This is an optimization exercise on Yosys and OpenROAD, whose aim is small area, a short achievable clock period and few clock cycles per item, not a production implementation.
RTL that was checked went through simulation tests only; none was proved equivalent to the original.
Power figures rest on the tool's default switching activity, not on a simulated workload.

Setup of exp/violet:
Design sprite_line_engine, start of the top module:
module sprite_line_engine #(
  parameter int SPRITE_COUNT = 128
) (
  input  wire         clk,
  input  wire         rst_n,
  input  wire         line_start,
  input  wire  [7:0]  line_y,
  output logic        line_busy,
  output logic        param_en,
  output logic [7:0]  param_addr,
  input  wire  [31:0] param_data,
  output logic        tile_en,
  output logic [15:0] tile_addr,
  input  wire  [7:0]  tile_data,
  output logic        pal_en,
  output logic [9:0]  pal_addr,
  input  wire  [31:0] pal_data,
  output logic        line_bank,
  output logic        line_re,
  output logic [8:0]  line_raddr,
  input  wire  [31:0] line_rdata,
  output logic        line_we,
  output logic [8:0]  line_waddr,
  output logic [31:0] line_wdata
);
==> flow/config.mk <==
export PLATFORM = sky130hd
export DESIGN_NAME = sprite_line_engine
export DESIGN_NICKNAME = sprite_line_engine
export VERILOG_FILES = /design/flow/design.v
export SDC_FILE = /design/flow/constraint.sdc
export NUM_CORES = 4
export LEC_CHECK = 0
export CAP_MARGIN = 20
export CORE_MARGIN = 2
export CORE_UTILIZATION = 60
export CTS_CLUSTER_DIAMETER = 150
export CTS_CLUSTER_SIZE = 30
export PLACE_DENSITY = 0.7
export SLEW_MARGIN = 20
export SYNTH_HIERARCHICAL = 1
export SYNTH_MINIMUM_KEEP_SIZE = 0
==> flow/constraint.sdc <==
create_clock -name core_clock -period 10.0 [get_ports {clk}]
set_input_delay 2.0000 -clock core_clock [delete_from_list [all_inputs] [get_ports {clk}]]
set_output_delay 2.0000 -clock core_clock [all_outputs]
set_load 0.01 [all_outputs]
standard.sh (not shown) runs the stock make flow with config.mk's settings and CLKGATE_MAP_FILE= SYNTH_SCRIPT=/design/flow/synth_recipe.tcl, a recipe that flattens the netlist after the stock synthesis.
==> flow/flow/run.sh <==
#!/bin/bash
# Standard layout, with repair_timing asked for extra setup margin and the port buffers
# made with a plain buffer; each tool's output goes to flow_standard.log here.
set -euo pipefail
export SETUP_SLACK_MARGIN=6.8
export BUFFER_PORTS_ARGS="-buffer_cell sky130_fd_sc_hd__buf_1"
bash standard.sh > flow_standard.log 2>&1
exp/violet | stages: all done | timing, DRC, antenna: all pass
Testbench counts of exp/violet, summed over its fixed seeds: cycles 572,034, lines 768.
Input-level comparison between exp/delta and exp/violet:
Settings: a change of CTS_CLUSTER_SIZE from 30 to 24.
### Flow results
exp/delta completed; timing, DRC and antenna clean
The final reports for exp/delta and exp/violet show final total power higher in the former.
On top achievable clock speed, exp/delta and exp/violet are neck and neck.
exp/delta against exp/violet: first-pass iteration count of the detailed router now larger; count of input and output buffers comparable; first-iteration detailed-routing DRC count now larger; placeable core region comparable.
The aggregate routed wire length of exp/violet and that of exp/delta are within noise of each other.
There was hardly any difference in design area between exp/violet and exp/delta.
exp/delta vs exp/violet: largest net degree at the start of global routing down by a little under 10%
Relative to exp/delta, the following input files were edited for exp/garnet:
-- flow/flow/run.sh --
<<< exp/delta, line 4
set -euo pipefail
export SETUP_SLACK_MARGIN=6.8
export BUFFER_PORTS_ARGS="-buffer_cell sky130_fd_sc_hd__buf_1"
>>> exp/garnet, line 4
set -euo pipefail
export SETUP_SLACK_MARGIN=6.7
export BUFFER_PORTS_ARGS="-buffer_cell sky130_fd_sc_hd__buf_1"
--- outcome ---
- exp/garnet completed every stage of the flow, and the final layout passed the timing, design-rule and antenna checks.
- The leakage power was comparable across exp/garnet and exp/delta.
- exp/garnet vs exp/delta on met3 wire length: exp/garnet is the higher one.
- On design area, exp/delta tracks exp/garnet almost exactly.
- Looking at final weighted congestion in routability-driven placement, exp/garnet sits about 1.1% above exp/delta.
- Per the comparison of exp/garnet with exp/delta, core utilization held steady; source-to-sink clock delay at the later pin of the worst-skew pair held steady.

* * *

== v34 ==
Another version of the RTL of sprite_line_engine (not shown whole).
Size in the first run: ~340 flip-flops, ~210 I/O pins, roughly 0.018 mm² of cells after synthesis.
==> flow/design.v (excerpt) <==
module sprite_line_engine #(
  parameter int SPRITE_COUNT = 128
) (
  input  wire         clk,
  input  wire         rst_n,
  input  wire         line_start,
  input  wire  [7:0]  line_y,
  output logic        line_busy,
  output logic        param_en,
  output logic [7:0]  param_addr,
  input  wire  [31:0] param_data,
  output logic        tile_en,
  output logic [15:0] tile_addr,
  input  wire  [7:0]  tile_data,
  output logic        pal_en,
  output logic [9:0]  pal_addr,
  input  wire  [31:0] pal_data,
  output logic        line_bank,
  output logic        line_re,
  output logic [8:0]  line_raddr,
  input  wire  [31:0] line_rdata,
  output logic        line_we,
  output logic [8:0]  line_waddr,
  output logic [31:0] line_wdata
);
export LEC_CHECK = 0
export CAP_MARGIN = 20
export CORE_MARGIN = 2
export CORE_UTILIZATION = 60
export CTS_BUF_LIST = sky130_fd_sc_hd__clkbuf_4 sky130_fd_sc_hd__clkbuf_8
export PLACE_DENSITY = 0.7
export SLEW_MARGIN = 20
create_clock -name core_clock -period 10.0 [get_ports {clk}]
==> flow/flow/run.sh <==
#!/bin/bash
# Standard layout, with repair_timing asked for extra setup margin and the port buffers
# made with a plain buffer; each tool's output goes to flow_standard.log here.
set -euo pipefail
export SETUP_SLACK_MARGIN=6.9
export BUFFER_PORTS_ARGS="-buffer_cell sky130_fd_sc_hd__buf_1"
bash standard.sh > flow_standard.log 2>&1
--- input diff v34..v24 ---
# v34
export LEC_CHECK = 0
export CAP_MARGIN = 20
export CORE_MARGIN = 2
export CORE_UTILIZATION = 60
export CTS_BUF_LIST = sky130_fd_sc_hd__clkbuf_4 sky130_fd_sc_hd__clkbuf_8
export PLACE_DENSITY = 0.7
export SLEW_MARGIN = 20
create_clock -name core_clock -period 10.0 [get_ports {clk}]
# v24
export LEC_CHECK = 0
export CAP_MARGIN = 20
export CORE_MARGIN = 2
export CORE_UTILIZATION = 40
export PLACE_DENSITY = 0.6
export SLEW_MARGIN = 20
create_clock -name core_clock -period 10.0 [get_ports {clk}]
-- flow/flow/run.sh --
<<< v34, line 6
export BUFFER_PORTS_ARGS="-buffer_cell sky130_fd_sc_hd__buf_1"
>>> v24, line 6
export BUFFER_PORTS_ARGS="-buffer_cell sky130_fd_sc_hd__buf_2"
Findings:
- v24 completed end to end with timing, DRC and antenna clean.
- The capturing element of the worst setup path comes out u_queue.q_x[2] in one run and u_queue.q_x[8] in the other, namely in v34 and v24 respectively.
- Comparing routed wire length on met2 for v34 and v24, the smaller number came from v34.
- Across both runs, synthesis-to-layout area growth was higher for v24 than for v34.
- Normalized max-slew margin, v34 and v24: larger value in v34
- Diff v34 -> v24: number of sinks driven by the clock tree closely matched the old numbers; count of clock-buffer cells in the layout now sits lower; HPWL after detailed placement increased 15%.
- Compared to v34, v24 has power per unit of standard cell area 2.5% higher.
No run of this note included a check of the RTL's function; only the layout flow was run.

-- what the ideal ports hide --
The results above use ideal ports. As a check the final layouts listed here were re-extracted and re-timed, cells and wires unchanged.
Step 1 assumes that a clkbuf_16 drives the clock port and a buf_2 every other input.
Step 2, shift: input delay + t, output delay - t, t = (earliest + latest rising clock arrival at the registers) / 2. This alone moves slack from input paths to output paths.
Slacks: ideal ports / drivers / drivers and shift; pairs: ideal ports / drivers.
run	shift t [ns]	setup slack, ns	worst setup path at the end	worst register clock-pin slew, ns	worst slew at a driven data input, ns
exp/violet	0.550	6.854 / 6.806 / 6.374	input to register	0.12 / 0.12	0.07
exp/delta	0.548	6.862 / 6.813 / 6.372	input to register	0.10 / 0.10	0.07
exp/garnet	0.554	6.799 / 6.750 / 6.372	input to register	0.10 / 0.10	0.07
v34	0.627	6.825 / 6.804 / 6.572	input to register	0.07 / 0.07	0.08
v24	0.606	6.767 / 6.729 / 6.633	input to register	0.06 / 0.06	0.08
After both steps every run listed still meets setup and hold. The setup slack of exp/delta, which loses most, moves by -0.049 ns with the drivers and by -0.490 ns with both steps.
